Context: an optimization exercise on an open-source flow, tuned for small area and a short achievable clock period. The choices shown serve that exercise and are no tape-out recipe. RTL that was checked went through simulation tests only; none was proved equivalent to the original. Only the layout flow was run in run 6; the RTL was not checked for function there. The flow treats the clock pin as an ideal source, which a real chip does not have. Power is estimated from default activity; no workload was simulated.

==> flow/design.v <==
package noc_pkg;
	localparam int num_nodes = 8;
	localparam int node_w = $clog2(num_nodes);
	localparam int num_ports = 3;
	localparam int num_vcs = 2;
	localparam int vc_w = $clog2(num_vcs);
	localparam int vc_depth = 2;
	localparam int flit_data_w = 15;
	localparam int flit_w = 2 + vc_w + flit_data_w;
	localparam int kind_lsb = vc_w + flit_data_w;
	localparam int vc_lsb = flit_data_w;
	localparam logic [1:0] port_anticlockwise = 2'd0;
	localparam logic [1:0] port_clockwise = 2'd1;
	localparam logic [1:0] port_across = 2'd2;
	localparam logic [1:0] port_local = 2'd3;
	localparam logic [1:0] kind_tail = 2'b00;
	localparam logic [1:0] kind_head = 2'b01;
	localparam logic [1:0] kind_body = 2'b10;
	localparam logic [1:0] kind_header = 2'b11;
	function automatic logic [1:0] route_dir(input logic [2:0] dest,
		input logic [2:0] cur);
		logic [2:0] d;
		d = dest - cur;
		case (d)
			3'd0: route_dir = port_local;
			3'd1, 3'd2: route_dir = port_clockwise;
			3'd6, 3'd7: route_dir = port_anticlockwise;
			default: route_dir = port_across;
		endcase
	endfunction
endpackage
`timescale 1ns/100ps
module spidergon_node #(
	parameter logic [noc_pkg::node_w-1:0] node_id = 0
) (
	input logic clk,
	input logic reset,
	input logic [noc_pkg::flit_w-1:0] in_flit_across,
	input logic [noc_pkg::flit_w-1:0] in_flit_clockwise,
	input logic [noc_pkg::flit_w-1:0] in_flit_anticlockwise,
	input logic [noc_pkg::num_ports-1:0] in_valid,
	output logic [noc_pkg::num_ports*noc_pkg::num_vcs-1:0] vc_free,
	output logic [noc_pkg::num_ports*noc_pkg::num_vcs-1:0] vc_full,
	output logic [noc_pkg::flit_w-1:0] out_flit_across,
	output logic [noc_pkg::flit_w-1:0] out_flit_clockwise,
	output logic [noc_pkg::flit_w-1:0] out_flit_anticlockwise,
	output logic [noc_pkg::num_ports-1:0] out_valid,
	input logic [noc_pkg::num_ports*noc_pkg::num_vcs-1:0] adj_vc_free,
	input logic [noc_pkg::num_ports*noc_pkg::num_vcs-1:0] adj_vc_full,
	output logic [noc_pkg::flit_w-1:0] eject_flit,
	output logic eject_valid
);
	localparam int nb = 6;
	localparam int sw = 17;
	logic [2:0][noc_pkg::flit_w-1:0] in_f;
	assign in_f[0] = in_flit_anticlockwise;
	assign in_f[1] = in_flit_clockwise;
	assign in_f[2] = in_flit_across;
	logic [nb-1:0][sw-1:0] mem0, mem1;
	logic [nb-1:0] rd;        
	logic [nb-1:0] ne;        
	logic [nb-1:0] full;
	logic [nb-1:0] free;      
	logic [nb-1:0][1:0] ldir;
	logic [nb-1:0] wr_en;
	logic [nb-1:0] deq;
	logic [nb-1:0][1:0] fk;   
	logic [nb-1:0][2:0] fdest;
	logic [nb-1:0] head;      
	logic [nb-1:0][1:0] dir;
	logic [nb-1:0][sw-1:0] back;
	logic [3:0][nb-1:0] sel_q;
	logic [3:0][nb-1:0] lk;
	logic [3:0][nb-1:1] mask;
	logic [3:0][nb-1:0] req;
	logic [3:0][nb-1:0] grant;
	for (genvar b = 0; b < nb; b++)
	begin : g_buf
		localparam int p = b / 2;
		localparam int v = b % 2;
		logic [sw-1:0] fr;
		assign wr_en[b] = in_valid[p] && (in_f[p][15] == v) && !full[b];
		assign fr = rd[b] ? mem1[b] : mem0[b];
		assign back[b] = rd[b] ? mem0[b] : mem1[b];
		assign fk[b] = fr[16:15];
		assign fdest[b] = fr[14:12];
		assign head[b] = fk[b][0];
		assign dir[b] = head[b] ? noc_pkg::route_dir(fdest[b], node_id) : ldir[b];
		always_ff @(posedge clk)
		begin
			if (wr_en[b] && !(rd[b] ^ ne[b]))
				mem0[b] <= {in_f[p][17:16], in_f[p][14:0]};
			if (wr_en[b] && (rd[b] ^ ne[b]))
				mem1[b] <= {in_f[p][17:16], in_f[p][14:0]};
		end
		always_ff @(posedge clk)
		begin
			if (reset)
			begin
				rd[b] <= 1'b0;
				ne[b] <= 1'b0;
				full[b] <= 1'b0;
				free[b] <= 1'b1;
				ldir[b] <= noc_pkg::port_local;
			end
			else
			begin
				rd[b] <= rd[b] ^ deq[b];
				ne[b] <= wr_en[b] || (ne[b] && !(deq[b] && !full[b]));
				full[b] <= full[b] ? !deq[b] : (ne[b] && wr_en[b] && !deq[b]);
				if (wr_en[b] && in_f[p][16])
					free[b] <= 1'b0;
				else if (deq[b] && (fk[b][1] == fk[b][0]))
					free[b] <= 1'b1;
				if (ne[b] && fk[b] == noc_pkg::kind_head)
					ldir[b] <= dir[b];
			end
		end
		assign deq[b] = grant[0][b] | grant[1][b] | grant[2][b] | grant[3][b];
	end
	assign vc_free = free;
	assign vc_full = full;
	for (genvar o = 0; o < 4; o++)
	begin : g_out
		logic [nb-1:0] hi;
				logic [nb-1:1] kill;
		logic [sw-1:0] of;
		for (genvar b = 0; b < nb; b++)
		begin : g_req
			logic ok_lock;
			logic ok_flow;
			assign ok_lock = !(|lk[o]) || lk[o][b];
			if (o == 3)
				assign ok_flow = 1'b1;
			else
				assign ok_flow = !adj_vc_full[o*2 + b%2] && (!head[b] || adj_vc_free[o*2 + b%2]);
			assign req[o][b] = ne[b] && (dir[b] == o) && ok_lock && ok_flow;
		end
		assign hi = req[o] & {mask[o], 1'b0};
		for (genvar b = 0; b < nb; b++)
		begin : g_grant
			if (b == 0)
				assign grant[o][b] = req[o][b] && !(|hi);
			else
				assign grant[o][b] = req[o][b] && (mask[o][b] ? !(|hi[b-1:0]) :
					!(|hi) && !(|req[o][b-1:0]));
			if (b > 0)
				assign kill[b] = |grant[o][b-1:0];
		end
		always_ff @(posedge clk)
		begin
			if (reset)
			begin
				sel_q[o] <= '0;
				lk[o] <= '0;
				mask[o] <= '0;
			end
			else
			begin
				sel_q[o] <= grant[o];
				for (int b = 0; b < nb; b++)
				begin
					if (grant[o][b])
						lk[o][b] <= (fk[b] == noc_pkg::kind_head) ||
							(fk[b] != noc_pkg::kind_tail && lk[o][b]);
				end
				if (|req[o])
					mask[o] <= kill[nb-1:1];
			end
		end
		always_comb
		begin
			of = '0;
			for (int b = 0; b < nb; b++)
				if (sel_q[o][b])
					of = of | back[b];
		end
		assign g_out_flit[o] = {of[16:15], sel_q[o][1] | sel_q[o][3] | sel_q[o][5], of[14:0]};
		assign g_out_valid[o] = |sel_q[o];
	end
	logic [3:0][noc_pkg::flit_w-1:0] g_out_flit;
	logic [3:0] g_out_valid;
	assign out_flit_anticlockwise = g_out_flit[0];
	assign out_flit_clockwise = g_out_flit[1];
	assign out_flit_across = g_out_flit[2];
	assign eject_flit = g_out_flit[3];
	assign out_valid = g_out_valid[2:0];
	assign eject_valid = g_out_valid[3];
endmodule
==> flow/flow/run.sh <==
#!/bin/bash
# The standard layout, with plain buf_2 cells as the port buffers instead of the
# delay-cell buffers buffer_ports would pick; every port still gets its own buffer
set -euo pipefail
export BUFFER_PORTS_ARGS="-buffer_cell sky130_fd_sc_hd__buf_2"
bash standard.sh > standard_flow.log 2>&1
==> flow/standard.sh <==
#!/bin/bash
# synth_recipe.tcl (not shown) runs the flow's synth.tcl, then flattens the netlist and writes it again
# the make line also repeats each setting of config.mk as NAME=value (left out here)
make -C /OpenROAD-flow-scripts/flow DESIGN_CONFIG=/design/flow/config.mk WORK_HOME=/design/flow/orfs CLKGATE_MAP_FILE= SYNTH_SCRIPT=/design/flow/synth_recipe.tcl "${@:-finish}"
==> flow/config.mk <==
export PLATFORM = sky130hd
export DESIGN_NAME = spidergon_node
export DESIGN_NICKNAME = spidergon_node
export VERILOG_FILES = /design/flow/design.v
export SDC_FILE = /design/flow/constraint.sdc
export NUM_CORES = 4
export LEC_CHECK = 0
export CAP_MARGIN = 20
export CORE_MARGIN = 2
export CORE_UTILIZATION = 60
export CTS_CLUSTER_DIAMETER = 100
export CTS_CLUSTER_SIZE = 20
export SETUP_SLACK_MARGIN = 2.8
export SLEW_MARGIN = 20
export TNS_END_PERCENT = 0
==> flow/constraint.sdc <==
create_clock -name core_clock -period 6.0 [get_ports {clk}]
set_input_delay 1.2000 -clock core_clock [delete_from_list [all_inputs] [get_ports {clk}]]
set_output_delay 1.2000 -clock core_clock [all_outputs]
set_load 0.01 [all_outputs]
==> out/qor.txt, run 1 <==
status: timing/DRC/antenna clean
met3 wire len: 6.34 mm
largest net degree at the start of global routing: 64
DRC Markers: 0
CP Launch Type: register
CP Data Arrival Time: 2.16 ns
synthesized cell area: 0.0154 sq mm
Crit path largest cell delay: 1.02 ns
global-route usage over all layers: 39.4%
post-DP HPWL: 35.9 mm
EDFF count, synth: 204
Distinct cells, synth: 83
period utilisation layout: 56.0%
Cell Pwr Density: 274 mW/mm^2
syn_area_per_cell: 11.0 sq um
Vias: 13,900
CTS Hold Buffers Added: 0
Routed WL: 55.9 mm
clk buf depth: 3
Cell Int Power: 3580 uW
Seq/Total Area, Yosys: 53.2%
Post-synth ARST share: 0%
fill count: 1,649
slowest cell on the critical path: dfxtp_1
Initial Util: 61.3%
number of global-route vias before repair: 12,800
height of the die: 164 microns
worst path cell trace: a22oi_1 -> nand3_2 -> buf_2
antenna fix cells: 0
Setup TNS: 0 ns
I/O Pins: 159
clk slew on worst S/H paths: 0.10 ns
ys flop type: edfxtp_1
design area: 0.0190 sq mm
die area: 0.0270 sq mm
global-route wire length before repair: 78.6 mm
Rel. slew slack: 27.9%
final setup fails: 0
root buf cell: clkbuf_16
Pleak: 0.00701 uW
Required @ worst endpoint: 4.80 ns
type of the worst min-delay path: reg2reg
r2r worst-path depth: 10
final hold violation count: 0
DR vias/cell: 7.24
RSZ-0062 raised after global routing: yes
Achievable Freq: 0.298 GHz
core area: 0.0252 sq mm
Syn Nets: 1,475
crit path capture type: output port
CP bufs+invs: 1
worst slew pin tran: 1.05 ns
Port-buffer cells: 158
hold path start: free[5]$_SDFFE_PP1P_
wire per inst: 29.1 microns
clock latency (worst-skew pair): 0.53 ns
Die Wd: 164 microns
layout net count: 1,655
Syn. warnings: 1
number of synthesized register bits: 308
Final min period: 3.36 ns
clock power share: 25.4%
antenna viol nets, final: 0
Placer Congestion: 0.965
WS Path Type: reg2out
sw frac: 31.5%
Setup crit start: sel_q[20]$_SDFF_PP0_
area share of the largest cell type after synthesis: 39.7%
Area growth syn-to-layout: 23.4%
max-cap violation count: 0
clock skew: 0.0222 ns
share of layout cells above drive strength 1: 34.5%
Top Layer Used: met4
Post-Syn Instances: 1,398
combinational power share: 26.1%
CTS tree: yes
leading post-synthesis cells by cell area: edfxtp_1 40%, dfxtp_1 13%, a22oi_1 10%
CTS Sinks: 308
DR pass1 iterations: 9
crit-path max FO: 18
Synth area leader: edfxtp_1
Row Count: 58
critical path depth: 3
Initial DRC Count: 2,067
VDD IR-drop max: 0.000340 V
Placed Instance Area: 0.0164 sq mm
met2 WL post-DR: 24.1 mm
Slew Limit Fails: 0
Psw: 1650 uW
reg2reg start: rd[1]$_SDFF_PP0_
Seq pwr share: 48.6%
grt ovf: 0
htree depth: 1
wire length on met1: 20.5 mm
hold depth: 2
antenna violations before repair: 1
total CTS buffers: 19
crit-path leading delay family: flip-flops
[cells in the final DEF (no fill, tap or decap), types with 12 or more instances in the layout]
cell type / Yosys / final
a22oi_1: 208 / 178
a22oi_2: 0 / 30
nand2_1: 74 / 72
buf_2: 8 / 159
a31oi_1: 20 / 13
nor2_1: 74 / 69
o21ai_0: 34 / 21
clkbuf_16: 0 / 23
dfxtp_4: 0 / 16
dfxtp_1: 104 / 78
a21oi_1: 61 / 58
nand2b_1: 13 / 13
clkbuf_1: 61 / 12
mux2_4: 1 / 65
mux2_2: 103 / 40
nor2b_1: 12 / 12
edfxtp_1: 204 / 204
inv_1: 45 / 41
nand3_1: 83 / 76
nor3_1: 27 / 23
buf_4: 1 / 63
[timing repair]
action,CTS,global route
gates resized for setup,147,162
gates cloned,8,4
endpoints found under the setup margin,164,113
pin swaps,19,49
setup buffers,26,33
[power by group through the flow]
stage	Combinational, uW	Sequential, uW	Clock, uW
after floorplan	655	2500	0
after global placement	968	2550	0
after detailed placement	974	2560	0
after CTS	1170	2510	1330
after global routing	1410	2550	1400
final	1360	2540	1330
[synthesized netlist by cell type, types with 5 or more instances]
cell type / count
a31oi_1: 20
and2_1: 13
buf_2: 8
nor4_1: 14
edfxtp_1: 204
nand3_1: 83
o21ai_0: 34
o21bai_1: 6
nor3_1: 27
nand2b_1: 13
ha_1: 6
o211ai_1: 11
a21oi_1: 61
nor2b_1: 12
mux2i_2: 5
and3b_1: 5
nand4_1: 10
buf_1: 13
nor3b_1: 11
or2_2: 6
a211oi_1: 16
or4_1: 7
xor2_1: 7
a311oi_1: 10
nor2_1: 74
clkbuf_1: 61
a22oi_1: 208
and3_1: 8
dfxtp_1: 104
a211o_1: 5
inv_1: 45
mux2_2: 103
nand2_1: 74
or3_1: 12
mux2i_1: 11
[final timing paths]
check / end / slack [ns]
worst max-delay path: eject_flit[17] / 2.64
worst min-delay path: free[5]$_SDFFE_PP1P_ / 0.47
worst max register to register: ne[0]$_SDFF_PP0_ / 2.74
worst min register to register: free[5]$_SDFFE_PP1P_ / 0.47
[state kept, by name (all words and copies together), names as in the netlist, named ones only]
register / flops
ldir: 12
full: 6
mem0: 102
sel_q: 24
free: 6
ne: 6
mem1: 102
rd: 6
mask: 20
[layer usage]
metal  track usage, %  vias up
li1                 -     5869
met1             51.6     6568
met2             60.8     1155
met3             7.02      316
met4             24.5        0
met5                0        -
[cell type report]
class                      count  area, sq um  share of cell area [%]
clock inverter                 3         26.3                   0.138
timing repair buffer         242         1720                    9.04
tap                          330          413                    2.17
inverter                      45          173                   0.907
multi-input combinational    962         7910                    41.5
sequential                   308         8280                    43.5
clock buffer                  31          520                    2.73
[kinds of logic (layout without fill, tap and decap cells)]
logic type / after synthesis / in the layout / share of synthesized area, %
buf+inv: 129 / 321 / 3.28
xor+xnor: 9 / 9 / 0.511
fa+ha+maj: 6 / 6 / 0.487
mux: 122 / 122 / 8.92
simple gates: 400 / 400 / 14.1
compound gates: 424 / 425 / 19.5
flops: 308 / 308 / 53.2
[through the flow]
stage	hold WS, ns	power, uW	setup WS (ns)	std cells	utilization (%)
2_1_floorplan	0.441	3150	2.48	1398	-
3_3_place_gp	0.454	3520	1.78	1816	65.2
3_5_place_dp	0.460	3530	1.66	1816	65.2
4_1_cts	0.481	5010	2.76	1884	71.4
5_1_grt	0.512	5360	2.60	1921	75.6
6_report	0.471	5220	2.64	1921	75.6
[tightest hold or removal path: stages (launching register included)]
cell	delay, ns
dfxtp_1	0.33
a21oi_1	0.05
o21ai_0	0.06
==> inputs of run 2 (changes only) <==
--- a/flow/design.v
+++ b/flow/design.v
@@ -95,9 +95,12 @@
 		end
 		always_ff @(posedge clk)
 		begin
+			rd[b] <= rd[b] ^ deq[b];
+		end
+		always_ff @(posedge clk)
+		begin
 			if (reset)
 			begin
-				rd[b] <= 1'b0;
 				ne[b] <= 1'b0;
 				full[b] <= 1'b0;
 				free[b] <= 1'b1;
@@ -105,7 +108,6 @@
 			end
 			else
 			begin
-				rd[b] <= rd[b] ^ deq[b];
 				ne[b] <= wr_en[b] || (ne[b] && !(deq[b] && !full[b]));
 				full[b] <= full[b] ? !deq[b] : (ne[b] && wr_en[b] && !deq[b]);
 				if (wr_en[b] && in_f[p][16])
==> run 2 against run 1 <==
  * Critical path depth is the same
  * Clock power is essentially flat
  * Hold slack gained 0.013 ns
  * Global-route usage shrank 2.2 points
  * Synthesized area grew 0.20%
  * Flip-flop and latch count is the same
  * Clock-buffer cell count is the same
==> out/qor.txt, run 2 <==
status: timing/DRC/antenna clean
ys flop type: edfxtp_1
Initial DRC Count: 2,219
WS Path Type: reg2out
clock skew: 0.0151 ns
worst path cell trace: a22oi_1 -> nand3_1 -> buf_2
VDD IR-drop max: 0.000419 V
final hold violation count: 0
count leader, synth: a22oi_1
root buf cell: clkbuf_16
top cells by count, synth: 207 x a22oi_1, 204 x edfxtp_1, 106 x mux2_2
Vias: 13,300
I/O Pins: 159
most frequent cells in the layout: 204 x edfxtp_1, 193 x a22oi_1, 158 x buf_2, 83 x nor2_1, 82 x dfxtp_1
Pleak: 0.00677 uW
CP Launch Type: register
Seq pwr share: 40.6%
Seq/Total Area, Yosys: 53.1%
Required @ worst endpoint: 4.80 ns
Final min period: 3.32 ns
Area growth syn-to-layout: 16.5%
die area: 0.0271 sq mm
Top Registers: mem0 (102), mem1 (102), sel_q (24)
worst slew pin tran: 1.07 ns
synthesized cell area: 0.0155 sq mm
reg2reg start: rd[2]$_DFF_P_
reg2reg setup slack: 2.71 ns
grt ovf: 0
RSZ-0062 raised after global routing: yes
sw frac: 37.7%
Cell Int Power: 4290 uW
global-route wire length before repair: 74.7 mm
Port-buffer cells: 158
worst flop-to-flop path endpoint: free[2]$_SDFFE_PP1P_
DR vias/cell: 7.12
Syn. warnings: 1
Placer Congestion: 0.976
leading post-synthesis cells by cell area: edfxtp_1 40%, dfxtp_1 13%, a22oi_1 10%
Initial Util: 61.2%
layout net count: 1,607
Slew Limit Fails: 0
final setup fails: 0
CP bufs+invs: 1
Psw: 2600 uW
Worst Hold Path EP: mask[10]$_SDFFE_PP0P_
Place WS: 1.76 ns
period utilisation layout: 55.4%
clk slew on worst S/H paths: 0.09 ns
max-cap violation count: 0
Distinct cells, synth: 86
Synth area leader: edfxtp_1
largest net degree at the start of global routing: 41
clock latency (worst-skew pair): 0.52 ns
share of layout cells above drive strength 1: 29.5%
antenna viol nets, final: 0
hold depth: 2
crit-path max FO: 18
clk buf depth: 3
Cell Pwr Density: 382 mW/mm^2
core area: 0.0253 sq mm
combinational power share: 40.4%
CP Data Arrival Time: 2.12 ns
Post-synth ARST share: 0%
post-layout util: 71.3%
clock power share: 19.0%
CTS tree: yes
crit-path leading delay family: flip-flops
type of the worst min-delay path: reg2reg
global-route usage over all layers: 37.2%
Syn Nets: 1,460
height of the die: 165 microns
EDFF count, synth: 204
commonest non-fill, non-tap cell in the layout: edfxtp_1
Die Wd: 165 microns
Tot Pwr: 6890 uW
antenna violations before repair: 4
Row Count: 58
wire per inst: 28.2 microns
area share of the largest cell type after synthesis: 39.6%
Rel. slew slack: 28.6%
DR pass1 iterations: 8
number of global-route vias before repair: 12,100
htree depth: 1
CTS Sinks: 308
Routed WL: 52.8 mm
r2r worst-path depth: 11
syn_area_per_cell: 11.2 sq um
total CTS buffers: 19
Crit path largest cell delay: 0.99 ns
hold path start: mask[10]$_SDFFE_PP0P_
final worst slack: 2.68 ns
number of synthesized register bits: 308
slowest cell on the critical path: dfxtp_1
post-DP HPWL: 35.7 mm
Post-Syn Instances: 1,383
Achievable Freq: 0.301 GHz
DRC Markers: 0
Setup TNS: 0 ns
crit path capture type: output port
-- run 2: what timing repair did --
item,CTS,global route
hold buffers,0,0
pin swaps,2,22
endpoints found under the setup margin,164,139
gates resized for setup,46,112
cloned,1,3
setup buffers,13,20
-- run 2: worst register-to-register path: stages (launching register included) --
cell and delay, ns:
dfxtp_4 0.39, buf_12 0.13, buf_16 0.16, and3b_1 0.21, a22o_4 0.28, nor3_2 0.28, nor4b_4 0.38, a221oi_2 0.21
a31o_2 0.30, nand2_1 0.18, nand4_1 0.33, a31o_2 0.34
-- run 2: kinds of logic (layout without fill, tap and decap cells) --
family	count (synthesis)	after routing	share of synthesized area, %
AO/OA/AOI/OAI	395	395	18.5
XOR/XNOR	14	14	0.793
buffers and inverters	117	275	2.99
AND/OR/NAND/NOR	419	419	14.9
adder cells (fa/ha/maj)	6	6	0.486
other	0	1	0
multiplexers	124	124	9.15
flip-flops	308	308	53.1
-- run 2: power by group through the flow --
stage          registers [uW]  clock network, uW  logic [uW]
3_5_place_dp             2840                  0        2170
4_1_cts                  2760               1310        2400
2_1_floorplan            2680                  0        1530
6_report                 2800               1310        2780
5_1_grt                  2820               1380        2890
3_3_place_gp             2830                  0        2160
-- run 2: cell type report --
| class | instances | area (sq um) |
|---|---|---|
| clock buffers | 31 | 531 |
| multi-input cells | 958 | 7330 |
| well taps | 330 | 413 |
| flip-flops and latches | 308 | 8260 |
| fillers | 1841 | 7240 |
| inverters | 36 | 138 |
| clock inverters | 1 | 11.3 |
| diodes | 1 | 2.50 |
| repair buffers | 207 | 1330 |
-- run 2: how the worst max path moves through the flow --
stage | startpoint | end | slack (ns) | cells past startpoint
2_1_floorplan | rd[1]$_DFF_P_ | eject_flit[11] | 2.88 | 6
3_3_place_gp | rd[4]$_DFF_P_ | free[2]$_SDFFE_PP1P_ | 1.86 | 10
3_5_place_dp | rd[4]$_DFF_P_ | free[3]$_SDFFE_PP1P_ | 1.76 | 11
4_1_cts | rd[1]$_DFF_P_ | register | 2.68 | 9
5_1_grt | rd[4]$_DFF_P_ | out_flit_anticlockwise[17] | 2.69 | 5
6_report | sel_q[4]$_SDFF_PP0_ | out_flit_anticlockwise[17] | 2.68 | 3
-- run 2: metal layers --
metal  global-route usage, %  wire length, microns
met5                       0                    22
met4                    16.9                  3200
met3                    8.06                  6150
met2                    57.2                 23500
met1                    50.7                 19900
-- run 2: stage by stage --
| step | instance area [sq um] | hold WS [ns] | std cells |
|---|---|---|---|
| after floorplan | 15500 | 0.432 | 1383 |
| after global placement | 16500 | 0.445 | 1802 |
| after detailed placement | 16500 | 0.465 | 1802 |
| after CTS | 17300 | 0.479 | 1848 |
| after global routing | 18000 | 0.489 | 1871 |
| final | 18000 | 0.484 | 1872 |
==> inputs of run 3 (changes only) <==
--- a/flow/design.v
+++ b/flow/design.v
@@ -95,12 +95,9 @@
 		end
 		always_ff @(posedge clk)
 		begin
-			rd[b] <= rd[b] ^ deq[b];
-		end
-		always_ff @(posedge clk)
-		begin
 			if (reset)
 			begin
+				rd[b] <= 1'b0;
 				ne[b] <= 1'b0;
 				full[b] <= 1'b0;
 				free[b] <= 1'b1;
@@ -108,6 +105,7 @@
 			end
 			else
 			begin
+				rd[b] <= rd[b] ^ deq[b];
 				ne[b] <= wr_en[b] || (ne[b] && !(deq[b] && !full[b]));
 				full[b] <= full[b] ? !deq[b] : (ne[b] && wr_en[b] && !deq[b]);
 				if (wr_en[b] && in_f[p][16])
==> flow/flow/run.sh (replaced) <==
#!/bin/bash
# The standard layout with two changes: plain buf_2 cells as the port buffers (every
# port still gets its own buffer), and before clock tree synthesis the flip-flops that
# drive many loads are given a stronger drive (same cell type, dfxtp_1 -> dfxtp_4)
set -euo pipefail
here=$(pwd)
export BUFFER_PORTS_ARGS="-buffer_cell sky130_fd_sc_hd__buf_2"
export PRE_CTS_TCL="$here/flow/upsize.tcl"
export UPSIZE_FANOUT=8
bash standard.sh > standard_flow.log 2>&1
==> flow/flow/upsize.tcl (new file) <==
# size up weak flip-flops that drive many loads (drive strength only, same cell type)
set n 0
foreach inst [all_registers] {
  set master [get_property $inst ref_name]
  if {$master eq "sky130_fd_sc_hd__dfxtp_1"} {
    set q [get_pins -of_objects $inst -filter "direction==output"]
    set fo [llength [get_pins -of_objects [get_nets -of_objects $q] -filter "direction==input"]]
    if {$fo >= $::env(UPSIZE_FANOUT)} { replace_cell $inst sky130_fd_sc_hd__dfxtp_4; incr n }
  }
}
puts "upsized $n flip-flops"
==> run 3 against run 2 <==
  * Still clean on timing, DRC and antenna
  * Maximum frequency up 1.1%
  * Combinational power down 51%
  * Non-clock buffer count up 33
  * Hold slack worse by 0.012 ns
  * Worst setup slack better by 0.037 ns
  * Clock power about the same
  * Power down 24%
  * Die area down 0.19%
  * Utilization up 4.7 points
  * Critical path depth up 2
  * Design area up 6.2%
  * Flip-flop and latch count unchanged
  * Highest routed layer is now met4
==> out/qor.txt, run 3 <==
status: timing/DRC/antenna clean
Routed WL: 56.6 mm
final hold violation count: 0
number of global-route vias before repair: 12,600
reg2reg setup slack: 2.73 ns
slowest cell on the critical path: dfxtp_4
total CTS buffers: 19
syn_area_per_cell: 11.0 sq um
antenna viol nets, final: 0
most frequent cells in the layout: 204 x edfxtp_1, 172 x a22oi_1, 158 x buf_2, 76 x nand3_1, 75 x mux2_4
CTS Hold Buffers Added: 0
clock latency (worst-skew pair): 0.54 ns
Slew Limit Fails: 0
Achievable Freq: 0.304 GHz
Required @ worst endpoint: 4.80 ns
Pleak: 0.00702 uW
Area growth syn-to-layout: 24.1%
fill count: 1,634
largest net degree at the start of global routing: 64
global-route wire length before repair: 77.4 mm
WS Path Type: reg2out
post-DP HPWL: 35.9 mm
Seq/Total Area, Yosys: 53.2%
Initial DRC Count: 1,994
count leader, synth: a22oi_1
CTS Sinks: 308
Distinct cells, synth: 83
Place WS: 1.66 ns
Die Wd: 164 microns
EDFF count, synth: 204
height of the die: 164 microns
synthesized cell area: 0.0154 sq mm
GRT met2 Usage: 60.7%
Final min period: 3.29 ns
CTS tree: yes
core area: 0.0252 sq mm
final setup fails: 0
I/O Pins: 159
Vias: 14,000
Reg area: 0.00834 sq mm
post-layout util: 76.0%
Synth area leader: edfxtp_1
Syn. warnings: 1
clk slew on worst S/H paths: 0.09 ns
CP Data Arrival Time: 2.09 ns
Post-synth ARST share: 0%
die area: 0.0270 sq mm
grt met3 use: 6.11%
DR pass1 iterations: 9
area share of the largest cell type after synthesis: 39.7%
VDD IR-drop max: 0.000341 V
layout net count: 1,653
crit path capture type: output port
type of the worst min-delay path: reg2reg
Placer Congestion: 0.965
RSZ-0062 raised after global routing: yes
DRC Markers: 0
grt ovf: 0
commonest non-fill, non-tap cell in the layout: edfxtp_1
CP Launch Type: register
final worst slack: 2.71 ns
clock skew: 0.0321 ns
met1 global-route usage: 50.8%
Port-buffer cells: 158
DR vias/cell: 7.31
top cells by count, synth: 208 x a22oi_1, 204 x edfxtp_1, 104 x dfxtp_1
Tot Pwr: 5240 uW
global-route usage over all layers: 38.8%
global route hottest layer: met2
Multi-input gate area: 0.00795 sq mm
Syn Nets: 1,475
ys flop type: edfxtp_1
crit-path max FO: 8
period utilisation layout: 54.8%
Crit path largest cell delay: 0.43 ns
antenna violations before repair: 0
Row Count: 58
wire per inst: 29.5 microns
share of layout cells above drive strength 1: 35.1%
max-cap violation count: 0
worst slew pin tran: 1.12 ns
leading post-synthesis cells by cell area: edfxtp_1 40%, dfxtp_1 13%, a22oi_1 10%
worst path cell trace: buf_12 -> mux2_4 -> a22oi_1 -> nand3_1 -> buf_2
Top Registers: mem0 (102), mem1 (102), sel_q (24)
hold_ws: 0.472 ns
Cell Pwr Density: 274 mW/mm^2
Post-Syn Instances: 1,398
Setup TNS: 0 ns
antenna fix cells: 0
number of synthesized register bits: 308
Rel. slew slack: 25.4%
Initial Util: 61.3%
run 3: cell count changes after synthesis, moves of 4 or more:
cell,delta
a211oi_1,-4
nor2b_1,-6
and2_1,-5
a21oi_1,+14
nand2b_1,+7
o21ai_0,+12
a31oi_1,+5
and3_1,-5
buf_2,+4
mux2i_2,+4
nor3_1,+6
inv_1,+12
nor2_1,-10
nand2_1,-7
run 3: per-stage QoR:
stage	instances	instance area, sq um
2_1_floorplan	1398	15400
4_1_cts	1868	17800
3_5_place_dp	1816	16400
6_report	1919	19100
3_3_place_gp	1816	16400
5_1_grt	1919	19100
run 3: cell families after synthesis:
| logic type | after synthesis | share of synthesized area (%) |
|---|---|---|
| XOR/XNOR | 9 | 0.511 |
| adder cells (fa/ha/maj) | 6 | 0.487 |
| multiplexers | 122 | 8.92 |
| AO/OA/AOI/OAI | 424 | 19.5 |
| AND/OR/NAND/NOR | 400 | 14.1 |
| buffers and inverters | 129 | 3.28 |
| flip-flops | 308 | 53.2 |
run 3: routing by layer:
layer / part of all wire (%) / wire length [microns] / vias up
met3: 12 / 6700 / 317
met5: 0 / 0 / -
met2: 43 / 24600 / 1179
met4: 8.2 / 4660 / 0
met1: 36 / 20600 / 6681
li1: - / - / 5857
run 3: worst max-delay path: cells and delay by family, from the launching register on:
| kind | cells | cell delay (ns) |
|---|---|---|
| flip-flops | 1 | 0.43 |
| buffers and inverters | 2 | 0.36 |
| multiplexers | 1 | 0.36 |
| AO/OA/AOI/OAI | 1 | 0.24 |
| AND/OR/NAND/NOR | 1 | 0.18 |
run 3: area by class of cell:
cell class | count | share of cell area (%)
Clock buffer | 31 | 2.72
Inverter | 45 | 0.922
Multi-Input combinational cell | 962 | 41.5
Timing Repair Buffer | 240 | 9.01
Clock inverter | 3 | 0.137
Tap cell | 330 | 2.16
Sequential cell | 308 | 43.5
run 3: where the power goes:
| part | internal (uW) | total [uW] | switching (uW) |
|---|---|---|---|
| sequential | 2400 | 2540 | 133 |
| combinational | 569 | 1370 | 806 |
| clock | 606 | 1330 | 724 |
run 3: worst paths after layout:
kind,from,end,depth (start not counted)
worst min register to register,free[5]$_SDFFE_PP1P_,free[5]$_SDFFE_PP1P_,2
worst max register to register,rd[1]$_SDFF_PP0_,rd[1]$_SDFF_PP0_,11
worst min-delay path,free[5]$_SDFFE_PP1P_,free[5]$_SDFFE_PP1P_,2
worst max-delay path,rd[1]$_SDFF_PP0_,eject_flit[14],5
run 3: repair_timing:
item / in CTS / in global routing
resized for setup: 87 / 201
pin swaps: 11 / 57
buffers inserted: 14 / 43
cloned: 4 / 8
setup endpoints to repair: 163 / 120
==> inputs of run 4 (changes only) <==
--- a/flow/config.mk
+++ b/flow/config.mk
@@ -10,6 +10,7 @@
 export CORE_UTILIZATION = 60
 export CTS_CLUSTER_DIAMETER = 100
 export CTS_CLUSTER_SIZE = 20
+export PLACE_DENSITY = 0.75
 export SETUP_SLACK_MARGIN = 2.8
 export SLEW_MARGIN = 20
 export TNS_END_PERCENT = 0
==> run 4 against run 3 <==
  * Still clean
  * Critical path depth up 8
  * Register-to-register slack worse by 0.10 ns
  * Hold slack better by 0.022 ns
  * Clock-buffer cell count unchanged
  * Design area down 3.5%
  * Synthesized cell count unchanged
  * Synthesized area unchanged
  * Wire length down 0.94%
  * Power down 2.9%
  * Combinational power down 9%
  * Sequential share of layout area up 1.4 points
  * Utilization down 2.7 points
  * Critical endpoint is now rd[4]$_SDFF_PP0_
  * Largest power group unchanged
  * Highest routed layer is now met5
==> out/qor.txt, run 4 <==
status: timing/DRC/antenna clean
total CTS buffers: 19
period utilisation layout: 56.2%
Post-Syn Instances: 1,398
Slew Limit Fails: 0
number of synthesized register bits: 308
most frequent cells in the layout: 204 x edfxtp_1, 202 x a22oi_1, 158 x buf_2, 94 x mux2_2
synthesized cell area: 0.0154 sq mm
Routed WL: 56.1 mm
CP Data Arrival Time: 3.78 ns
final setup fails: 0
Distinct cells, synth: 83
DRC Markers: 0
Cell Pwr Density: 275 mW/mm^2
final hold violation count: 0
worst flop-to-flop path endpoint: rd[4]$_SDFF_PP0_
largest net degree at the start of global routing: 57
antenna fix cells: 0
Rel. slew slack: 24.1%
Post-synth ARST share: 0%
type of the worst min-delay path: reg2reg
Reg area: 0.00831 sq mm
Pleak: 0.00672 uW
leading post-synthesis cells by cell area: edfxtp_1 40%, dfxtp_1 13%, a22oi_1 10%
global-route usage over all layers: 40.0%
CTS Sinks: 308
DR vias/cell: 7.21
Die Wd: 164 microns
hold depth: 2
Area growth syn-to-layout: 19.7%
share of layout cells above drive strength 1: 31.1%
CP Launch Type: register
clock skew: 0.0199 ns
reg2reg setup slack: 2.63 ns
final worst slack: 2.63 ns
grt ovf: 0
Placer Congestion: 1.03
Initial Util: 61.3%
syn_area_per_cell: 11.0 sq um
ys flop type: edfxtp_1
Synth area leader: edfxtp_1
Row Count: 58
Syn. warnings: 1
crit-path max FO: 7
Setup TNS: 0 ns
worst path cell trace: buf_12 -> mux2i_2 -> buf_6 -> clkinvlp_4 -> nor2_4 -> a31oi_2 -> or3_1 -> and2_2 -> a31oi_2 -> nor3_2 -> buf_4 -> nor4_4 -> mux2_4
Top Registers: mem0 (102), mem1 (102), sel_q (24)
area share of the largest cell type after synthesis: 39.7%
CTS tree: yes
crit path capture type: register
hold path start: free[5]$_SDFFE_PP1P_
worst slew pin tran: 1.14 ns
VDD IR-drop max: 0.000267 V
height of the die: 164 microns
number of global-route vias before repair: 12,900
antenna viol nets, final: 0
die area: 0.0270 sq mm
wire per inst: 29.3 microns
RSZ-0062 raised after global routing: yes
count leader, synth: a22oi_1
commonest non-fill, non-tap cell in the layout: edfxtp_1
global-route wire length before repair: 79.6 mm
clk slew on worst S/H paths: 0.10 ns
reg2reg start: rd[1]$_SDFF_PP0_
Crit path largest cell delay: 0.47 ns
Critical Path Most Common Cell: a31oi_2
Achievable Freq: 0.297 GHz
Multi-input gate area: 0.00738 sq mm
DR pass1 iterations: 7
post-DP HPWL: 36.8 mm
core area: 0.0252 sq mm
Syn Nets: 1,475
layout net count: 1,650
top cells by count, synth: 208 x a22oi_1, 204 x edfxtp_1, 104 x dfxtp_1
Required @ worst endpoint: 6.41 ns
CTS Hold Buffers Added: 0
r2r worst-path depth: 13
Place WS: 1.97 ns
Seq/Total Area, Yosys: 53.2%
max-cap violation count: 0
Final min period: 3.37 ns
slowest cell on the critical path: or3_1
EDFF count, synth: 204
Worst Hold Path EP: free[5]$_SDFFE_PP1P_
Port-buffer cells: 158
antenna violations before repair: 2
Vias: 13,800
Initial DRC Count: 1,965
WS Path Type: reg2reg
clock latency (worst-skew pair): 0.53 ns
fill count: 1,767
I/O Pins: 159
[run 4: critical path: cells and delay by family (launching register included)]
| family | cells | cell delay [ns] |
|---|---|---|
| DFF | 1 | 0.40 |
| muxes | 2 | 0.58 |
| AOI/OAI and AO/OA | 2 | 0.33 |
| buffers and inverters | 4 | 0.65 |
| and+or+nand+nor | 5 | 1.30 |
[run 4: cells by family after synthesis]
group	share of synthesized area, %
buf+inv	3.28
mux	8.92
compound gates	19.5
xor+xnor	0.511
flops	53.2
fa+ha+maj	0.487
simple gates	14.1
[run 4: metal layers]
layer / vias to the layer above / track usage, % / share of wire (%)
li1: 5859 / - / -
met1: 6552 / 51.2 / 36
met2: 1128 / 61.8 / 44
met3: 270 / 8.71 / 12
met4: 4 / 25.2 / 8.3
met5: - / 0 / 0.041
[run 4: area by class of cell]
type | count | share of cell area [%]
sequential | 308 | 45.0
multi-input combinational | 962 | 40.0
timing repair buffer | 237 | 8.91
clock buffer | 31 | 2.82
tap | 330 | 2.24
inverter | 45 | 0.935
clock inverter | 3 | 0.135
[run 4: how the worst max path moves through the flow]
stage                                       end                  start  slack [ns]
after global placement         rd[3]$_SDFF_PP0_       rd[4]$_SDFF_PP0_        1.95
after CTS                 mask[18]$_SDFFE_PP0P_       rd[3]$_SDFF_PP0_        2.72
after global routing           rd[4]$_SDFF_PP0_       rd[1]$_SDFF_PP0_        2.56
after detailed placement       rd[3]$_SDFF_PP0_       rd[4]$_SDFF_PP0_        1.97
after floorplan              mem0[34]$_DFFE_PP_  in_flit_clockwise[15]        2.48
final                          rd[4]$_SDFF_PP0_       rd[1]$_SDFF_PP0_        2.63
[run 4: through the flow]
| step | instance area [sq um] | cells | hold slack [ns] | power (uW) | util (%) |
|---|---|---|---|---|---|
| after CTS | 17800 | 1883 | 0.499 | 4920 | 70.8 |
| after floorplan | 15400 | 1398 | 0.441 | 3150 | - |
| final | 18500 | 1916 | 0.494 | 5090 | 73.3 |
| after global routing | 18500 | 1916 | 0.519 | 5210 | 73.3 |
| after global placement | 16500 | 1828 | 0.454 | 3510 | 65.6 |
| after detailed placement | 16500 | 1828 | 0.464 | 3530 | 65.6 |
[run 4: repair_timing]
item	4_1_cts	5_1_grt
setup buffers	18	27
pin swaps	10	30
cloned	3	6
gates resized for setup	87	61
endpoints found under the hold margin	0	0
endpoints found under the setup margin	163	123
[run 4: power by group]
part           total, uW  internal [uW]  switching [uW]
sequential          2520           2400             113
clock               1320            607             714
combinational       1250            494             757
total               5090           3500            1580
==> inputs of run 5 (changes only) <==
--- a/flow/flow/run.sh
+++ b/flow/flow/run.sh
@@ -7,4 +7,5 @@
 export BUFFER_PORTS_ARGS="-buffer_cell sky130_fd_sc_hd__buf_2"
 export PRE_CTS_TCL="$here/flow/upsize.tcl"
 export UPSIZE_FANOUT=8
+export SETUP_MOVE_SEQUENCE="unbuffer,sizeup,swap"
 bash standard.sh > standard_flow.log 2>&1
--- a/flow/config.mk
+++ b/flow/config.mk
@@ -10,7 +10,6 @@
 export CORE_UTILIZATION = 60
 export CTS_CLUSTER_DIAMETER = 100
 export CTS_CLUSTER_SIZE = 20
-export PLACE_DENSITY = 0.75
 export SETUP_SLACK_MARGIN = 2.8
 export SLEW_MARGIN = 20
 export TNS_END_PERCENT = 0
==> run 5 against run 4 <==
  * Synthesized cell count is the same
  * Clock power about the same
  * Die area unchanged
  * Worst setup slack worse by 0.26 ns
  * Highest routed layer is now met4
==> out/qor.txt, run 5 <==
DRC Markers: 0
period utilisation layout: 60.4%
Achievable Freq: 0.276 GHz
die area: 0.0270 sq mm
Pleak: 0.00622 uW
Initial DRC Count: 1,946
Required @ worst endpoint: 6.42 ns
crit-path max FO: 30
Syn. warnings: 1
Placer Congestion: 0.965
top cells by count, synth: 208 x a22oi_1, 204 x edfxtp_1, 104 x dfxtp_1
share of layout cells above drive strength 1: 25.6%
global-route wire length before repair: 75.6 mm
Row Count: 58
Port-buffer cells: 158
Top Registers: mem0 (102), mem1 (102), sel_q (24)
crit path capture type: register
Distinct cells, synth: 83
Area growth syn-to-layout: 12.5%
area share of the largest cell type after synthesis: 39.7%
Die Wd: 164 microns
commonest non-fill, non-tap cell in the layout: a22oi_1
number of synthesized register bits: 308
global-route usage over all layers: 37.7%
leading post-synthesis cells by cell area: edfxtp_1 40%, dfxtp_1 13%, a22oi_1 10%
reg2reg start: rd[1]$_SDFF_PP0_
clock skew: 0.0191 ns
Vias: 13,100
I/O Pins: 159
type of the worst min-delay path: reg2reg
Rel. slew slack: 24.0%
design area: 0.0174 sq mm
CP Data Arrival Time: 4.04 ns
clock latency (worst-skew pair): 0.53 ns
antenna violations before repair: 1
antenna viol nets, final: 0
grt ovf: 0
Seq/Total Area, Yosys: 53.2%
max-cap violation count: 0
Setup TNS: 0 ns
Final min period: 3.63 ns
CTS Sinks: 308
number of global-route vias before repair: 12,300
CTS tree: yes
synthesized cell area: 0.0154 sq mm
most frequent cells in the layout: 207 x a22oi_1, 204 x edfxtp_1, 158 x buf_2, 103 x mux2_2, 80 x nand3_1
core area: 0.0252 sq mm
largest net degree at the start of global routing: 64
count leader, synth: a22oi_1
fill count: 1,904
DR pass1 iterations: 9
Slew Limit Fails: 0
Initial Util: 61.3%
Setup crit start: rd[1]$_SDFF_PP0_
hold path start: free[5]$_SDFFE_PP1P_
CP Launch Type: register
WS Path Type: reg2reg
Cell Pwr Density: 281 mW/mm^2
post-DP HPWL: 35.9 mm
total CTS buffers: 19
EDFF count, synth: 204
status: timing/DRC/antenna clean
clk slew on worst S/H paths: 0.09 ns
Post-Syn Instances: 1,398
layout net count: 1,584
wire per inst: 27.9 microns
ys flop type: edfxtp_1
DR vias/cell: 7.09
final hold violation count: 0
final setup fails: 0
height of the die: 164 microns
Post-synth ARST share: 0%
Syn Nets: 1,475
RSZ-0062 raised after global routing: yes
syn_area_per_cell: 11.0 sq um
Routed WL: 51.6 mm
Placed Instance Area: 0.0164 sq mm
VDD IR-drop max: 0.000336 V
Synth area leader: edfxtp_1
worst slew pin tran: 1.14 ns
==> run 5: cell counts after synthesis <==
Identical to the previous run, type by type.
==> run 5: metal layers <==
metal  vias to the layer above  routed length, microns  track usage [%]
li1                       5709                       -                -
met1                      6169                   19100             49.0
met2                      1009                   22900             59.1
met3                       249                    5630             6.21
met4                         0                    3900             23.4
met5                         -                       0                0
==> run 5: kinds of logic after synthesis <==
logic type	count (synthesis)	share of synthesized area, %
DFF	308	53.2
muxes	122	8.92
xor gates and xnor gates	9	0.511
AOI/OAI and AO/OA	424	19.5
adders and majority gates	6	0.487
and+or+nand+nor	400	14.1
buffers and inverters	129	3.28
==> run 5: power by group <==
part / leakage (uW) / switching, uW / internal (uW) / total (uW)
logic: 0.00322 / 674 / 368 / 1040
clock network: 0.000261 / 715 / 606 / 1320
registers: 0.00274 / 112 / 2400 / 2510
total: 0.00622 / 1500 / 3370 / 4880
==> run 5: worst paths after layout <==
| kind | endpoint | slack, ns | cells past startpoint |
|---|---|---|---|
| hold / removal | free[5]$_SDFFE_PP1P_ | 0.47 | 2 |
| hold reg to reg | free[5]$_SDFFE_PP1P_ | 0.47 | 2 |
| setup / recovery | rd[5]$_SDFF_PP0_ | 2.37 | 11 |
| setup reg to reg | rd[5]$_SDFF_PP0_ | 2.37 | 11 |
==> run 5: cell type report <==
class                      count  area, sq um  share of cell area, %
sequential                   308         8320                   47.9
antenna                        2         5.00                 0.0288
clock inverter                 3         26.3                  0.151
tap                          330          413                   2.38
timing repair buffer         172          928                   5.35
clock buffer                  31          520                   3.00
multi-input combinational    961         6980                   40.2
inverter                      45          169                  0.973
==> run 5: timing repair <==
| item | CTS | global route |
|---|---|---|
| endpoints found under the setup margin | 163 | 153 |
| hold buffers | 0 | 0 |
| pin swaps | 11 | 1 |
| resized for setup | 54 | 1 |
| setup buffers | 0 | 0 |
==> run 5: critical path, stage by stage (launching register included) <==
cell	delay [ns]
dfxtp_2	0.35
buf_12	0.19
mux2i_4	0.51
inv_2	0.15
nor2_4	0.13
a31oi_4	0.09
and4_4	0.24
a222oi_1	0.88
nand3_1	0.27
a21oi_4	0.26
nor4b_4	0.09
mux2_1	0.35
==> run 5: per-stage QoR <==
stage | setup slack [ns] | total power (uW) | utilization, % | hold WS, ns | cells
floorplan | 2.48 | 3150 | - | 0.441 | 1398
global placement | 1.78 | 3520 | 65.2 | 0.454 | 1816
detailed placement | 1.66 | 3530 | 65.2 | 0.460 | 1816
CTS | 2.48 | 4860 | 68.9 | 0.480 | 1850
global route | 2.24 | 5020 | 68.9 | 0.498 | 1851
finish | 2.37 | 4880 | 69.0 | 0.472 | 1852
==> inputs of run 6 (changes only) <==
--- a/flow/design.v
+++ b/flow/design.v
@@ -95,9 +95,12 @@
 		end
 		always_ff @(posedge clk)
 		begin
+			rd[b] <= (rd[b] && !reset) ^ deq[b];
+		end
+		always_ff @(posedge clk)
+		begin
 			if (reset)
 			begin
-				rd[b] <= 1'b0;
 				ne[b] <= 1'b0;
 				full[b] <= 1'b0;
 				free[b] <= 1'b1;
@@ -105,7 +108,6 @@
 			end
 			else
 			begin
-				rd[b] <= rd[b] ^ deq[b];
 				ne[b] <= wr_en[b] || (ne[b] && !(deq[b] && !full[b]));
 				full[b] <= full[b] ? !deq[b] : (ne[b] && wr_en[b] && !deq[b]);
 				if (wr_en[b] && in_f[p][16])
--- a/flow/flow/run.sh
+++ b/flow/flow/run.sh
@@ -7,5 +7,4 @@
 export BUFFER_PORTS_ARGS="-buffer_cell sky130_fd_sc_hd__buf_2"
 export PRE_CTS_TCL="$here/flow/upsize.tcl"
 export UPSIZE_FANOUT=8
-export SETUP_MOVE_SEQUENCE="unbuffer,sizeup,swap"
 bash standard.sh > standard_flow.log 2>&1
--- a/flow/config.mk
+++ b/flow/config.mk
@@ -10,6 +10,7 @@
 export CORE_UTILIZATION = 60
 export CTS_CLUSTER_DIAMETER = 100
 export CTS_CLUSTER_SIZE = 20
+export PLACE_DENSITY = 0.75
 export SETUP_SLACK_MARGIN = 2.8
 export SLEW_MARGIN = 20
 export TNS_END_PERCENT = 0
==> run 6 against run 5 <==
  * Wire length grew 2.0%
  * Highest routed layer unchanged
  * Final cell count grew 1.7%
  * Sequential power grew 6%
  * Maximum frequency grew 6.6%
  * Sequential share of layout area shrank 1.2 points
  * Critical endpoint is now rd[5]$_DFF_P_
  * Power grew 26%
  * Non-clock buffer count grew 31
  * Combinational power grew 110%
==> out/qor.txt, run 6 <==
total CTS buffers: 19
worst slew pin tran: 1.08 ns
most frequent cells in the layout: 209 x a22oi_1, 204 x edfxtp_1, 158 x buf_2, 106 x mux2_2, 84 x nand3_1
status: timing/DRC/antenna clean
grt ovf: 0
final hold violation count: 0
Seq/Total Area, Yosys: 52.8%
CP Data Arrival Time: 3.83 ns
leading post-synthesis cells by cell area: edfxtp_1 39%, dfxtp_1 13%, a22oi_1 10%
slowest cell on the critical path: or4_1
Top Registers: mem0 (102), mem1 (102), sel_q (24)
share of layout cells above drive strength 1: 26.4%
Cell Pwr Density: 346 mW/mm^2
DR vias/cell: 7.24
Rel. slew slack: 27.8%
global-route wire length before repair: 75.9 mm
crit-path leading delay family: compound AO/OA/AOI/OAI gates
number of global-route vias before repair: 12,400
Syn Nets: 1,479
Row Count: 58
Vias: 13,600
type of the worst min-delay path: reg2reg
Port-buffer cells: 158
CTS Sinks: 308
area share of the largest cell type after synthesis: 39.4%
Area growth syn-to-layout: 14.4%
antenna viol nets, final: 0
fill count: 1,843
final setup fails: 0
CTS Hold Buffers Added: 0
synthesized cell area: 0.0156 sq mm
largest net degree at the start of global routing: 50
CTS tree: yes
global-route usage over all layers: 37.8%
period utilisation layout: 56.7%
core area: 0.0253 sq mm
CP bufs+invs: 4
Final min period: 3.40 ns
antenna violations before repair: 1
worst path cell trace: bufbuf_16 -> mux2i_1 -> buf_4 -> inv_2 -> nand2_1 -> a21oi_1 -> o211a_1 -> or4_1 -> a2111oi_4 -> a2111o_1 -> buf_4 -> xnor2_1
commonest non-fill, non-tap cell in the layout: a22oi_1
max-cap violation count: 0
Pleak: 0.00648 uW
Crit path largest cell delay: 0.56 ns
wire per inst: 27.9 microns
crit-path max FO: 13
top cells by count, synth: 209 x a22oi_1, 204 x edfxtp_1, 106 x mux2_2
Initial DRC Count: 2,537
final worst slack: 2.60 ns
Achievable Freq: 0.294 GHz
met1 global-route usage: 54.4%
count leader, synth: a22oi_1
EDFF count, synth: 204
DR pass1 iterations: 7
die area: 0.0272 sq mm
clock latency (worst-skew pair): 0.52 ns
DRC Markers: 0
number of synthesized register bits: 308
ys flop type: edfxtp_1
crit path capture type: register
clock skew: 0.0214 ns
WS Path Type: reg2reg
Slew Limit Fails: 0
clk slew on worst S/H paths: 0.08 ns
post-DP HPWL: 35.8 mm
GRT met2 Usage: 54.8%
syn_area_per_cell: 11.1 sq um
Required @ worst endpoint: 6.43 ns
grt met3 use: 10.8%
Initial Util: 61.4%
Place WS: 1.64 ns
Critical Path Most Common Cell: buf_4
Syn. warnings: 1
Placer Congestion: 1.05
height of the die: 165 microns
Routed WL: 52.6 mm
Die Wd: 165 microns
VDD IR-drop max: 0.000318 V
hold_ws: 0.463 ns
Post-Syn Instances: 1,402
Synth area leader: edfxtp_1
CP Launch Type: register
Setup TNS: 0 ns
RSZ-0062 raised after global routing: yes
global route hottest layer: met2
layout net count: 1,618
Distinct cells, synth: 87
I/O Pins: 159
Post-synth ARST share: 0%
[run 6: cell count changes in the layout (fill, tap and decap cells not counted), moves of 8 or more]
cell and change:
a21oi_1 -9, buf_4 +24, inv_1 -8, nor3_1 -8, o21ai_1 +8, xnor2_1 +8
[run 6: routing by layer]
metal	share of wire, %	up-vias
met5	0	-
met1	38	6438
met4	4.6	0
met3	15	215
li1	-	5851
met2	42	1124
[run 6: metrics by stage]
step | cell area [sq um] | cells | total power, uW | utilization, %
after global placement | 16600 | 1824 | 4500 | 65.5
after CTS | 17700 | 1875 | 6050 | 70.0
after detailed placement | 16600 | 1824 | 4530 | 65.5
after global routing | 17800 | 1882 | 6330 | 70.3
final | 17800 | 1883 | 6150 | 70.3
after floorplan | 15600 | 1402 | 3860 | -
[run 6: final cells by class]
type	instances	area, sq um	area share, %
Antenna cell	1	2.50	0.0141
Clock buffer	31	542	3.04
Clock inverter	1	8.76	0.0492
Inverter	36	135	0.759
Multi-Input combinational cell	973	7120	40.0
Sequential cell	308	8310	46.7
Tap cell	330	413	2.32
Timing Repair Buffer	203	1270	7.15
[run 6: worst paths after layout]
kind | from | depth (start not counted) | slack, ns | endpoint
worst min register to register | mask[8]$_SDFFE_PP0P_ | 2 | 0.46 | mask[8]$_SDFFE_PP0P_
worst max register to register | rd[2]$_DFF_P_ | 12 | 2.60 | rd[5]$_DFF_P_
worst min-delay path | mask[8]$_SDFFE_PP0P_ | 2 | 0.46 | mask[8]$_SDFFE_PP0P_
worst max-delay path | rd[2]$_DFF_P_ | 12 | 2.60 | rd[5]$_DFF_P_
[run 6: repair_timing]
item,4_1_cts,5_1_grt
gates cloned,2,0
pin swaps,4,4
hold endpoints to repair,0,0
resized for setup,43,8
setup buffers,17,7
endpoints found under the setup margin,153,127
[run 6: power by group]
group	leakage (uW)	switching, uW	total, uW	internal, uW
Clock	0.000264	695	1320	626
Combinational	0.00348	1350	2170	817
Sequential	0.00274	171	2660	2490
Total	0.00648	2220	6150	3940
[run 6: kinds of logic after synthesis]
logic type,share of synthesized area (%)
compound gates,20.8
xor+xnor,0.901
fa+ha+maj,0.483
buf+inv,3.05
flops,52.8
mux,8.50
simple gates,13.5
[run 6: worst register-to-register path, cell delays in order, from the launching register on]
cell	delay [ns]
dfxtp_2	0.40
bufbuf_16	0.33
mux2i_1	0.20
buf_4	0.22
inv_2	0.12
nand2_1	0.09
a21oi_1	0.07
o211a_1	0.30
or4_1	0.56
a2111oi_4	0.50
a2111o_1	0.28
buf_4	0.16
xnor2_1	0.10
==> inputs of run 7 (changes only) <==
--- a/flow/design.v
+++ b/flow/design.v
@@ -58,6 +58,7 @@
 	assign in_f[2] = in_flit_across;
 	logic [nb-1:0][sw-1:0] mem0, mem1;
 	logic [nb-1:0] rd;        
+	logic [nb-1:0] rdb;       
 	logic [nb-1:0] ne;        
 	logic [nb-1:0] full;
 	logic [nb-1:0] free;      
@@ -81,7 +82,7 @@
 		logic [sw-1:0] fr;
 		assign wr_en[b] = in_valid[p] && (in_f[p][15] == v) && !full[b];
 		assign fr = rd[b] ? mem1[b] : mem0[b];
-		assign back[b] = rd[b] ? mem0[b] : mem1[b];
+		assign back[b] = rdb[b] ? mem0[b] : mem1[b];
 		assign fk[b] = fr[16:15];
 		assign fdest[b] = fr[14:12];
 		assign head[b] = fk[b][0];
@@ -96,6 +97,7 @@
 		always_ff @(posedge clk)
 		begin
 			rd[b] <= (rd[b] && !reset) ^ deq[b];
+			rdb[b] <= (rdb[b] && !reset) ^ deq[b];
 		end
 		always_ff @(posedge clk)
 		begin
--- a/flow/config.mk
+++ b/flow/config.mk
@@ -11,6 +11,6 @@
 export CTS_CLUSTER_DIAMETER = 100
 export CTS_CLUSTER_SIZE = 20
 export PLACE_DENSITY = 0.75
-export SETUP_SLACK_MARGIN = 2.8
+export SETUP_SLACK_MARGIN = 3.0
 export SLEW_MARGIN = 20
 export TNS_END_PERCENT = 0
==> run 7 against run 6 <==
  * Maximum frequency fell by 0.43%
  * Non-clock buffer count rose by 24
  * Clock skew fell by 0.0067 ns
  * Power rose by 5.3%
  * First-iteration DRC count fell by 12%
  * Via count rose by 3.8%
  * Utilization rose by 3.5 points
  * Final cell count rose by 2.8%
  * Combinational power rose by 7%
  * Critical path type is now reg2out
  * Critical endpoint is now out_flit_clockwise[1]
  * Largest cell class unchanged
  * Highest routed layer is now met5
==> out/qor.txt, run 7 <==
Achievable Freq: 0.293 GHz
Cell Int Power: 4120 uW
Placer Congestion: 1.04
worst slew pin tran: 1.08 ns
top cells by count, synth: 205 x a22oi_1, 204 x edfxtp_1, 110 x dfxtp_1
antenna viol nets, final: 0
Place WS: 1.97 ns
Psw: 2350 uW
Routed WL: 56.3 mm
period utilisation layout: 56.9%
final hold violation count: 0
status: timing/DRC/antenna clean
global-route wire length before repair: 81.3 mm
CTS tree: yes
largest net degree at the start of global routing: 42
crit path capture type: output port
Vias: 14,200
number of synthesized register bits: 314
hold path start: free[0]$_SDFFE_PP1P_
global-route usage over all layers: 38.5%
DR vias/cell: 7.31
WS Path Type: reg2out
Row Count: 59
leading post-synthesis cells by cell area: edfxtp_1 39%, dfxtp_1 14%, a22oi_1 9.8%
placed instance count: 1,845
post-DP HPWL: 37.1 mm
Initial DRC Count: 2,226
syn_area_per_cell: 11.1 sq um
Rel. slew slack: 28.1%
area share of the largest cell type after synthesis: 38.8%
crit-path max FO: 6
antenna violations before repair: 3
Initial Util: 60.9%
Post-synth ARST share: 0%
Setup TNS: 0 ns
ys flop type: edfxtp_1
Syn. warnings: 1
Seq pwr share: 43.6%
most frequent cells in the layout: 204 x edfxtp_1, 155 x buf_2, 122 x a22oi_1, 89 x nor2_1, 83 x a22oi_2
total CTS buffers: 19
final worst slack: 2.59 ns
commonest non-fill, non-tap cell in the layout: edfxtp_1
Setup crit start: rdb[0]$_DFF_P_
clk slew on worst S/H paths: 0.09 ns
type of the worst min-delay path: reg2reg
design area: 0.0191 sq mm
wire per inst: 29.1 microns
reg2reg start: mem0[65]$_DFFE_PP_
clock power share: 20.6%
DR pass1 iterations: 7
Seq/Total Area, Yosys: 52.8%
height of the die: 166 microns
die area: 0.0276 sq mm
Cell Pwr Density: 339 mW/mm^2
Post-Syn Instances: 1,424
share of layout cells above drive strength 1: 35.6%
I/O Pins: 159
sw frac: 36.3%
Synth area leader: edfxtp_1
Top Registers: mem0 (102), mem1 (102), sel_q (24)
core area: 0.0259 sq mm
Area growth syn-to-layout: 21.3%
synthesized cell area: 0.0158 sq mm
Tot Pwr: 6480 uW
CP Launch Type: register
max-cap violation count: 0
grt ovf: 0
Syn Nets: 1,501
EDFF count, synth: 204
clock latency (worst-skew pair): 0.54 ns
number of global-route vias before repair: 13,100
Final min period: 3.41 ns
final setup fails: 0
CTS Sinks: 314
Distinct cells, synth: 98
Die Wd: 166 microns
clock skew: 0.0147 ns
Port-buffer cells: 158
RSZ-0062 raised after global routing: yes
Slew Limit Fails: 0
combinational power share: 35.8%
count leader, synth: a22oi_1
Required @ worst endpoint: 4.80 ns
CP Data Arrival Time: 2.21 ns
fin cells: 1,936
DRC Markers: 0
VDD IR-drop max: 0.000353 V
Placed Instance Area: 0.0168 sq mm
Pleak: 0.00705 uW
layout net count: 1,664
-- run 7: cell count changes after synthesis, sizes merged, moves of 6 or more --
cell / previous run / this run
nor3: 23 / 30
a21oi: 52 / 39
xnor2: 10 / 20
a311oi: 15 / 7
dfxtp: 104 / 110
a31oi: 20 / 14
mux2i: 11 / 17
nand2: 69 / 80
nor2: 78 / 94
inv: 36 / 44
-- run 7: power by group through the flow --
| stage | Clock (uW) | Combinational, uW | Sequential, uW |
|---|---|---|---|
| 5_1_grt | 1400 | 2400 | 2840 |
| 6_report | 1330 | 2320 | 2830 |
| 3_5_place_dp | 0 | 1610 | 2910 |
| 2_1_floorplan | 0 | 1230 | 2660 |
| 3_3_place_gp | 0 | 1590 | 2900 |
| 4_1_cts | 1330 | 2000 | 2790 |
-- run 7: cell type report --
cell class / count / area (sq um)
Inverter: 45 / 171
Sequential cell: 314 / 8470
Clock buffer: 32 / 524
Multi-Input combinational cell: 980 / 8020
Fill cell: 1772 / 6780
Clock inverter: 2 / 17.5
Timing Repair Buffer: 227 / 1510
Antenna cell: 1 / 2.50
Tap cell: 335 / 419
-- run 7: worst paths after layout --
kind,end,slack [ns],cells after the start
setup / recovery,out_flit_clockwise[1],2.59,5
hold / removal,free[0]$_SDFFE_PP1P_,0.48,2
setup reg to reg,full[2]$_SDFF_PP0_,2.86,10
hold reg to reg,free[0]$_SDFFE_PP1P_,0.48,2
-- run 7: cell families after synthesis --
group	after synthesis	synth area share, %
compound gates	410	19.3
xor+xnor	26	1.44
fa+ha+maj	6	0.476
buf+inv	130	3.32
flops	314	52.8
mux	120	8.77
simple gates	418	13.9
-- run 7: worst max-delay path: stages, from the launching register on --
cell,delay (ns)
dfxtp_4,0.40
buf_12,0.14
mux2_4,0.36
a22oi_1,0.28
nand3_1,0.27
buf_2,0.22
-- run 7: metal layers --
metal / wire [microns] / vias up / track usage (%) / share of wire [%]
met5: 13 / - / 0 / 0.023
met4: 2660 / 2 / 13.6 / 4.7
met3: 7640 / 268 / 11.0 / 14
met2: 24400 / 1167 / 56.5 / 43
met1: 21600 / 6815 / 55.0 / 38
li1: - / 5898 / - / -
-- run 7: per-stage QoR --
step	hold WS (ns)	util [%]
6_report	0.478	73.8
5_1_grt	0.505	73.8
4_1_cts	0.483	69.9
3_5_place_dp	0.465	64.7
3_3_place_gp	0.462	64.7
2_1_floorplan	0.441	-
-- run 7: repair_timing --
action / in CTS / in global routing
gates resized for setup: 79 / 163
setup buffers: 32 / 23
gates cloned: 0 / 1
hold endpoints to repair: 0 / 0
hold buffers: 0 / 0
pin swaps: 8 / 47
setup endpoints to repair: 168 / 143
==> inputs of run 8 (changes only) <==
--- a/flow/config.mk
+++ b/flow/config.mk
@@ -11,6 +11,6 @@
 export CTS_CLUSTER_DIAMETER = 100
 export CTS_CLUSTER_SIZE = 20
 export PLACE_DENSITY = 0.75
-export SETUP_SLACK_MARGIN = 3.0
+export SETUP_SLACK_MARGIN = 2.6
 export SLEW_MARGIN = 20
 export TNS_END_PERCENT = 0
==> run 8 against run 7 <==
  * Still clean
  * Via count is 3.3% lower
  * Register-to-register slack worse by 0.30 ns
  * First-iteration DRC count is 1.4% lower
  * Maximum frequency down 0.65%
  * Power is 8.3% lower
  * Critical path depth rose by 4
  * Final cell count shrank 2.6%
  * Sequential power up 2%
  * Critical endpoint is now free[4]$_SDFFE_PP1P_
  * Largest power group unchanged
==> out/qor.txt, run 8 <==
antenna fix cells: 0
reg2reg setup slack: 2.56 ns
Slew Limit Fails: 0
fin cells: 1,885
final hold violation count: 0
Port-buffer cells: 158
core area: 0.0259 sq mm
final setup fails: 0
slowest cell on the critical path: a2111oi_0
Place WS: 1.97 ns
global route hottest layer: met2
Die Wd: 166 microns
total CTS buffers: 19
max-cap violation count: 0
post-synthesis mux area share: 8.77%
EDFF count, synth: 204
final worst slack: 2.56 ns
antenna violations before repair: 0
Syn. warnings: 1
WS Path Type: reg2reg
DR vias/cell: 7.26
crit-path leading delay family: compound AO/OA/AOI/OAI gates
worst path cell trace: nor4_1 -> a21oi_1 -> a2111oi_0 -> nand3_1 -> a41oi_1 -> or3_1 -> o21ai_0 -> or3_1 -> a31o_1
r2r worst-path depth: 9
layout net count: 1,614
simple-gate share of the synthesized area: 13.9%
Distinct cells, synth: 98
Seq/Total Area, Yosys: 52.8%
complex-gate fraction of the synthesized area: 19.3%
met1 global-route usage: 53.1%
Synth area leader: edfxtp_1
antenna viol nets, final: 0
Rel. slew slack: 29.9%
Worst Setup EP: free[4]$_SDFFE_PP1P_
Top Registers: mem0 (102), mem1 (102), sel_q (24)
Placer Congestion: 1.04
Post-synth ARST share: 0%
count leader, synth: a22oi_1
most frequent cells in the layout: 205 x a22oi_1, 204 x edfxtp_1, 158 x buf_2, 103 x mux2_2, 92 x nor2_1
top cells by count, synth: 205 x a22oi_1, 204 x edfxtp_1, 110 x dfxtp_1
Pleak: 0.00636 uW
Final min period: 3.44 ns
largest family of logic cells by synthesized area: compound AO/OA/AOI/OAI gates
syn_area_per_cell: 11.1 sq um
commonest non-fill, non-tap cell in the layout: a22oi_1
Critical Path Most Common Cell: or3_1
clock skew: 0.0210 ns
type of the worst min-delay path: reg2reg
height of the die: 166 microns
number of global-route vias before repair: 12,900
VDD IR-drop max: 0.000345 V
leading post-synthesis cells by cell area: edfxtp_1 39%, dfxtp_1 14%, a22oi_1 9.8%
Post-Synth Adder-Cell Area: 0.476%
Post-Synth XOR/XNOR Area: 1.44%
critical path depth: 9
area share of the largest cell type after synthesis: 38.8%
Routed WL: 53.0 mm
Crit path largest cell delay: 0.52 ns
CP bufs+invs: 0
Vias: 13,700
grt ovf: 0
Initial Util: 60.9%
Area growth syn-to-layout: 11.5%
I/O Pins: 159
worst flop-to-flop path endpoint: free[4]$_SDFFE_PP1P_
CTS tree: yes
Syn Nets: 1,501
crit path capture type: register
global-route usage over all layers: 37.2%
number of synthesized register bits: 314
Post-Syn Instances: 1,424
status: timing/DRC/antenna clean
clock latency (worst-skew pair): 0.54 ns
DR pass1 iterations: 11
GRT met2 Usage: 53.9%
ys flop type: edfxtp_1
Required @ worst endpoint: 6.42 ns
Initial DRC Count: 2,195
CP Data Arrival Time: 3.86 ns
worst slew pin tran: 1.05 ns
DRC Markers: 0
hold_ws: 0.478 ns
hold path start: free[0]$_SDFFE_PP1P_
Cell Pwr Density: 338 mW/mm^2
largest net degree at the start of global routing: 42
share of layout cells above drive strength 1: 25.2%
synthesized cell area: 0.0158 sq mm
RSZ-0062 raised after global routing: yes
Row Count: 59
CTS Hold Buffers Added: 0
die area: 0.0276 sq mm
clk slew on worst S/H paths: 0.09 ns
placed instance count: 1,845
global-route wire length before repair: 78.7 mm
wire per inst: 28.1 microns
crit-path max FO: 5
Tot Pwr: 5940 uW
Setup TNS: 0 ns
CTS Sinks: 314
grt met3 use: 11.2%
post-DP HPWL: 37.1 mm
Achievable Freq: 0.291 GHz
period utilisation layout: 57.3%
CP Launch Type: register
==> run 8: tightest hold or removal path, stage by stage, from the launching register on <==
cell and delay, ns:
dfxtp_1 0.34, a21oi_1 0.06, o21ai_1 0.06
==> run 8: kinds of logic (layout without fill, tap and decap cells) <==
group                      after synthesis  after routing
and+or+nand+nor                        418            418
DFF                                    314            314
adders and majority gates                6              6
xor gates and xnor gates                26             26
AOI/OAI and AO/OA                      410            410
buffers and inverters                  130            256
muxes                                  120            120
==> run 8: through the flow <==
step | util, % | cell area [sq um]
global placement | 64.7 | 16800
CTS | 67.7 | 17500
global route | 67.9 | 17600
finish | 67.9 | 17600
detailed placement | 64.7 | 16800
floorplan | - | 15800
==> run 8: worst min path at each step <==
stage,cells past startpoint,slack (ns),endpoint
after CTS,2,0.48,free[0]$_SDFFE_PP1P_
after global placement,2,0.46,ldir[1]$_SDFFE_PP1P_
final,2,0.48,free[0]$_SDFFE_PP1P_
after global routing,2,0.50,mask[7]$_SDFFE_PP0P_
after floorplan,2,0.44,ldir[1]$_SDFFE_PP1P_
after detailed placement,2,0.46,free[0]$_SDFFE_PP1P_
==> run 8: final cells by class <==
| class | count | area, sq um |
|---|---|---|
| clock inverters | 2 | 17.5 |
| inverters | 45 | 169 |
| clock buffers | 32 | 524 |
| flip-flops and latches | 314 | 8460 |
| fillers | 1955 | 8320 |
| repair buffers | 177 | 933 |
| well taps | 335 | 419 |
| multi-input cells | 980 | 7070 |
==> run 8: per-layer routing <==
metal | share of wire [%] | wire length, microns
met1 | 38 | 20400
met2 | 42 | 22200
met3 | 15 | 7830
met4 | 4.7 | 2510
met5 | 0 | 0
==> run 8: repair_timing <==
action                                  4_1_cts  5_1_grt
buffers inserted                              4        2
pin swaps                                     3        2
endpoints found under the setup margin       38       43
resized for setup                            12        8
==> run 8: where the power goes <==
part	switching (uW)	internal [uW]
logic	1090	639
registers	334	2560
clock network	717	605
total	2140	3800

Check on run 8: ideal ports give 2.563 ns setup slack; a clkbuf_16 on the clock port and buf_2 on the inputs give 2.563 ns; moving port delays by the midpoint clock arrival (0.583 ns) as well gives 2.082 ns.
